This is an optimization exercise on Yosys and OpenROAD, whose aim is small area, a short achievable clock period and few clock cycles per item, not a production implementation. Where RTL was checked, it was by simulation tests only, not by an equivalence proof against the original. Power and IR drop assume default switching activity.

## apply_front
module apply_front (
	input logic clk,
	input logic reset,
	input logic in_valid,
	output logic in_ready,
	input logic [3-1:0] in_id,
	input logic in_negate,
	input logic [1:0] in_op,
	input logic [16-1:0] in_f,
	input logic [16-1:0] in_g,
	output logic var_req_valid,
	input logic var_req_ready,
	output logic [16-2:0] var_req_node,
	input logic var_resp_valid,
	input logic [8-1:0] var_resp_var,
	input logic cfg_write,
	input logic [8-1:0] cfg_address,
	input logic [32-1:0] cfg_wdata,
	output logic out_valid,
	input logic out_ready,
	output logic [3-1:0] out_id,
	output logic out_negate,
	output logic [1:0] out_op,
	output logic [16-1:0] out_f,
	output logic [16-1:0] out_g,
	output logic out_hit,
	output logic [16-1:0] out_result,
	output logic [8-1:0] out_top,
	output logic out_fetch_f,
	output logic out_fetch_g,
	output logic out_quantify
);
Settings: LEC_CHECK=0, CAP_MARGIN=20, CORE_MARGIN=2, CORE_UTILIZATION=40, CTS_BUF_LIST=sky130_fd_sc_hd__clkbuf_8, SETUP_SLACK_MARGIN=3.0, SLEW_MARGIN=20; clock period 5.5 ns.
run.sh (not shown) runs the stock make flow with config.mk's settings and CLKGATE_MAP_FILE= SYNTH_SCRIPT=/design/flow/synth_recipe.tcl, a recipe that flattens the netlist after the stock synthesis.
The baseline finished with timing, DRC and antenna clean.
Testbench counts at the start, summed over its fixed seeds: cycles 9,753, items 4,000.
==> next run, changes <==
--- a/flow/design.v
+++ b/flow/design.v
@@ -122,17 +122,17 @@
 	input logic in_need_g,
 	input logic in_shared,
 	output logic mem_req_valid,
 	input logic mem_req_ready,
 	output logic [16-2:0] mem_req_node,
 	input logic mem_resp_valid,
 	input logic [8-1:0] mem_resp_var,
 	output logic [8-1:0] qvar,
-	input logic qbit,  
+	input logic qbit,
 	output logic out_valid,
 	input logic out_ready,
 	output logic [3-1:0] out_id,
 	output logic out_negate,
 	output logic [1:0] out_op,
 	output logic [16-1:0] out_f,
 	output logic [16-1:0] out_g,
 	output logic out_hit,
@@ -194,16 +194,17 @@
 	logic le;
 	logic ge;
 	logic is_none;
 	logic [VW-1:0] f_top;
 	logic f_ff;
 	logic f_fg;
 	logic f_upd;
 	logic rr_upd;  
+	logic [VW-1:0] rr_var;
 	logic [PW-1:0] rr_ti;
 	logic r_done;
 	logic o_load;
 	logic o_q;
 	assign wi = wp[PW-1:0];
 	assign ii = ip[PW-1:0];
 	assign ri = rp[PW-1:0];
 	assign alloc = in_valid && in_ready;
@@ -250,22 +251,23 @@
 			f_fg = le;
 		end
 		else
 		begin
 			f_ff = (t_kind != K_G) || is_none;
 			f_fg = (t_kind != K_F) || is_none;
 		end
 	end
-	assign qvar = mem_resp_var;
+	assign qvar = rr_var;
 	assign r_done = (rp != ip) && !(e_wf[ri] || e_wg[ri]);
 	assign o_load = r_done && (!out_valid || out_ready);
 	assign o_q = (rr_upd && rr_ti == ri) ? qbit : e_q[ri];
 	always_ff @(posedge clk)
 	begin
+		rr_var <= mem_resp_var;
 		rr_ti <= ti;
 		if (mem_resp_valid)
 			first_var <= mem_resp_var;
 		if (g_load)
 			mem_req_node <= g_node;
 		if (reset)
 		begin
 			rr_upd <= 1'b0;
@@ -404,39 +406,33 @@
 `timescale 1ns/1ps
 module quantify_table (
 	input logic clk,
 	input logic reset,
 	input logic cfg_write,
 	input logic [8-1:0] cfg_address,
 	input logic [32-1:0] cfg_wdata,
 	input logic [8-1:0] qvar,
-	output logic qbit  
+	output logic qbit
 );
 	localparam int SEL_W = $clog2((256 / 32));
 	logic [(256 / 32)-1:0][32-1:0] words;
-	logic [(256 / 32)-1:0] qcol;
-	logic [SEL_W-1:0] qsel;
+	logic [32-1:0] qword;
 	always_ff @(posedge clk)
 	begin
 		for (int i = 0; i < (256 / 32); i++)
 		begin
 			if (reset)
 				words[i] <= '0;
 			else if (cfg_write && cfg_address == i)
 				words[i] <= cfg_wdata;
 		end
 	end
-	always_ff @(posedge clk)
-	begin
-		for (int i = 0; i < (256 / 32); i++)
-			qcol[i] <= words[i][qvar[4:0]];
-		qsel <= qvar[8-1:5];
-	end
-	assign qbit = qcol[qsel];
+	assign qword = words[qvar[8-1:5]];
+	assign qbit = qword[qvar[4:0]];
 endmodule
 `timescale 1ns/1ps
 module apply_front (
 	input logic clk,
 	input logic reset,
 	input logic in_valid,
 	output logic in_ready,
 	input logic [3-1:0] in_id,
=> The changed run completed without violations. Die area climbs slightly. Non-clock buffer count climbs by 8. Clock power drops by a few percent. Routed wire length climbs by a few percent. Power drops by a few percent. Synthesized area climbs slightly. Global-route usage climbs by 0.61 points. Sequential power drops slightly. Count of clock-buffer cells in the layout stays the same.
Function not checked in the second run of this note: the RTL went through the layout flow alone.

v6:
Another version of the RTL of apply_front (not shown whole).
For scale: about 1400 cells after synthesis, ~600 flip-flops.
==> module quantify_table, before the edit <==
module quantify_table (
	input logic clk,
	input logic reset,
	input logic cfg_write,
	input logic [8-1:0] cfg_address,
	input logic [32-1:0] cfg_wdata,
	input logic [8-1:0] qvar,
	output logic qbit  
);
	localparam int SEL_W = $clog2((256 / 32));
	logic [(256 / 32)-1:0][32-1:0] words;
	logic [32-1:0] wdata;
	logic wr_any;
	logic [(256 / 32)-1:0] qcol;
	logic [SEL_W-1:0] qsel;
	assign wdata = reset ? '0 : cfg_wdata;
	assign wr_any = cfg_write && (cfg_address[8-1:SEL_W] == '0);
	always_ff @(posedge clk)
	begin
		for (int i = 0; i < (256 / 32); i++)
		begin
			if (reset || (wr_any && cfg_address[SEL_W-1:0] == i))
				words[i] <= wdata;
		end
	end
	always_ff @(posedge clk)
	begin
		for (int i = 0; i < (256 / 32); i++)
			qcol[i] <= words[i][qvar[4:0]];
		qsel <= qvar[8-1:5];
	end
	assign qbit = qcol[qsel];
endmodule
export LEC_CHECK = 0
export CAP_MARGIN = 20
export CORE_MARGIN = 2
export CORE_UTILIZATION = 40
export CTS_BUF_LIST = sky130_fd_sc_hd__clkbuf_8
export CTS_CLUSTER_DIAMETER = 60
export CTS_CLUSTER_SIZE = 16
export SETUP_SLACK_MARGIN = 3.15
export SLEW_MARGIN = 20
create_clock -name core_clock -period 5.5 [get_ports {clk}]
The inputs of v7 differ from those of v6 as listed below.
==> flow/design.v, changed modules only <==
module quantify_table (
	input logic clk,
	input logic reset,
	input logic cfg_write,
	input logic [8-1:0] cfg_address,
	input logic [32-1:0] cfg_wdata,
	input logic [8-1:0] qvar,
	output logic qbit  
);
	localparam int SEL_W = $clog2((256 / 32));
	logic [(256 / 32)-1:0][32-1:0] words;
	logic [(256 / 32)-1:0] qcol;
	logic [SEL_W-1:0] qsel;
	always_ff @(posedge clk)
	begin
		for (int i = 0; i < (256 / 32); i++)
		begin
			if (reset)
				words[i] <= '0;
			else if (cfg_write && cfg_address == i)
				words[i] <= cfg_wdata;
		end
	end
	always_ff @(posedge clk)
	begin
		for (int i = 0; i < (256 / 32); i++)
			qcol[i] <= words[i][qvar[4:0]];
		qsel <= qvar[8-1:5];
	end
	assign qbit = qcol[qsel];
endmodule
### Flow results
Going from v6 to v7, sequential cell power down 8.7%, post-synthesis to final-layout area growth down 1.4 points, cell count up 673. The clock transition time at the flip-flop clock pins of the worst setup and hold paths was comparable across v7 and v6. Sum of routed wire segments on met1 in v7 vs v6: up 11%. v6 reached the end of the flow, and the finished layout is clean on the timing, DRC and antenna checks. The final layout from v7, which completed every stage, passed the timing, DRC and antenna checks at the end of the flow. Final critical-path required period delta for v7 relative to v6: 100 ps lower. Going from v6 to v7, post-synthesis xor/xnor area fraction about even; count of buffer and inverter cells on the critical path dropped 3.
Testbench counts of v7, summed over its fixed seeds: cycles 9,328, items 4,000.
Only the layout flow was run in v6; the RTL was not checked for function there.

## static timing again, ports no longer ideal
In the flow no input, the clock included, has a driving cell. The finished layouts below were timed again as built, in two steps. Step 1, drivers: a clkbuf_16 drives clk and a buf_2 each remaining input, both assumed. Step 2 adds t to the input delays and takes it off the output delays; t is the mean of the earliest and latest rising clock arrival at the registers after step 1. Input paths then give back, and output paths get back, about the clock's delay inside the block. a / b / c = ideal / step 1 / step 2; a / b = the first two.
run | shift t [ns] | slack for setup (ns) | clock arrival spread, ns
the first run of note 1 | 0.758 | 2.943 / 2.956 / 2.198 | 0.046 / 0.046
the second run of note 1 | 0.740 | 2.713 / 2.713 / 2.259 | 0.059 / 0.059
v6 | 0.714 | 3.002 / 3.002 / 2.405 | 0.069 / 0.069
v7 | 0.717 | 3.105 / 3.043 / 2.386 | 0.050 / 0.050
After both steps setup and hold are still met in every run listed. For the first run of note 1, which loses most, drivers alone change the setup slack by +0.013 ns; drivers and shift together by -0.745 ns.
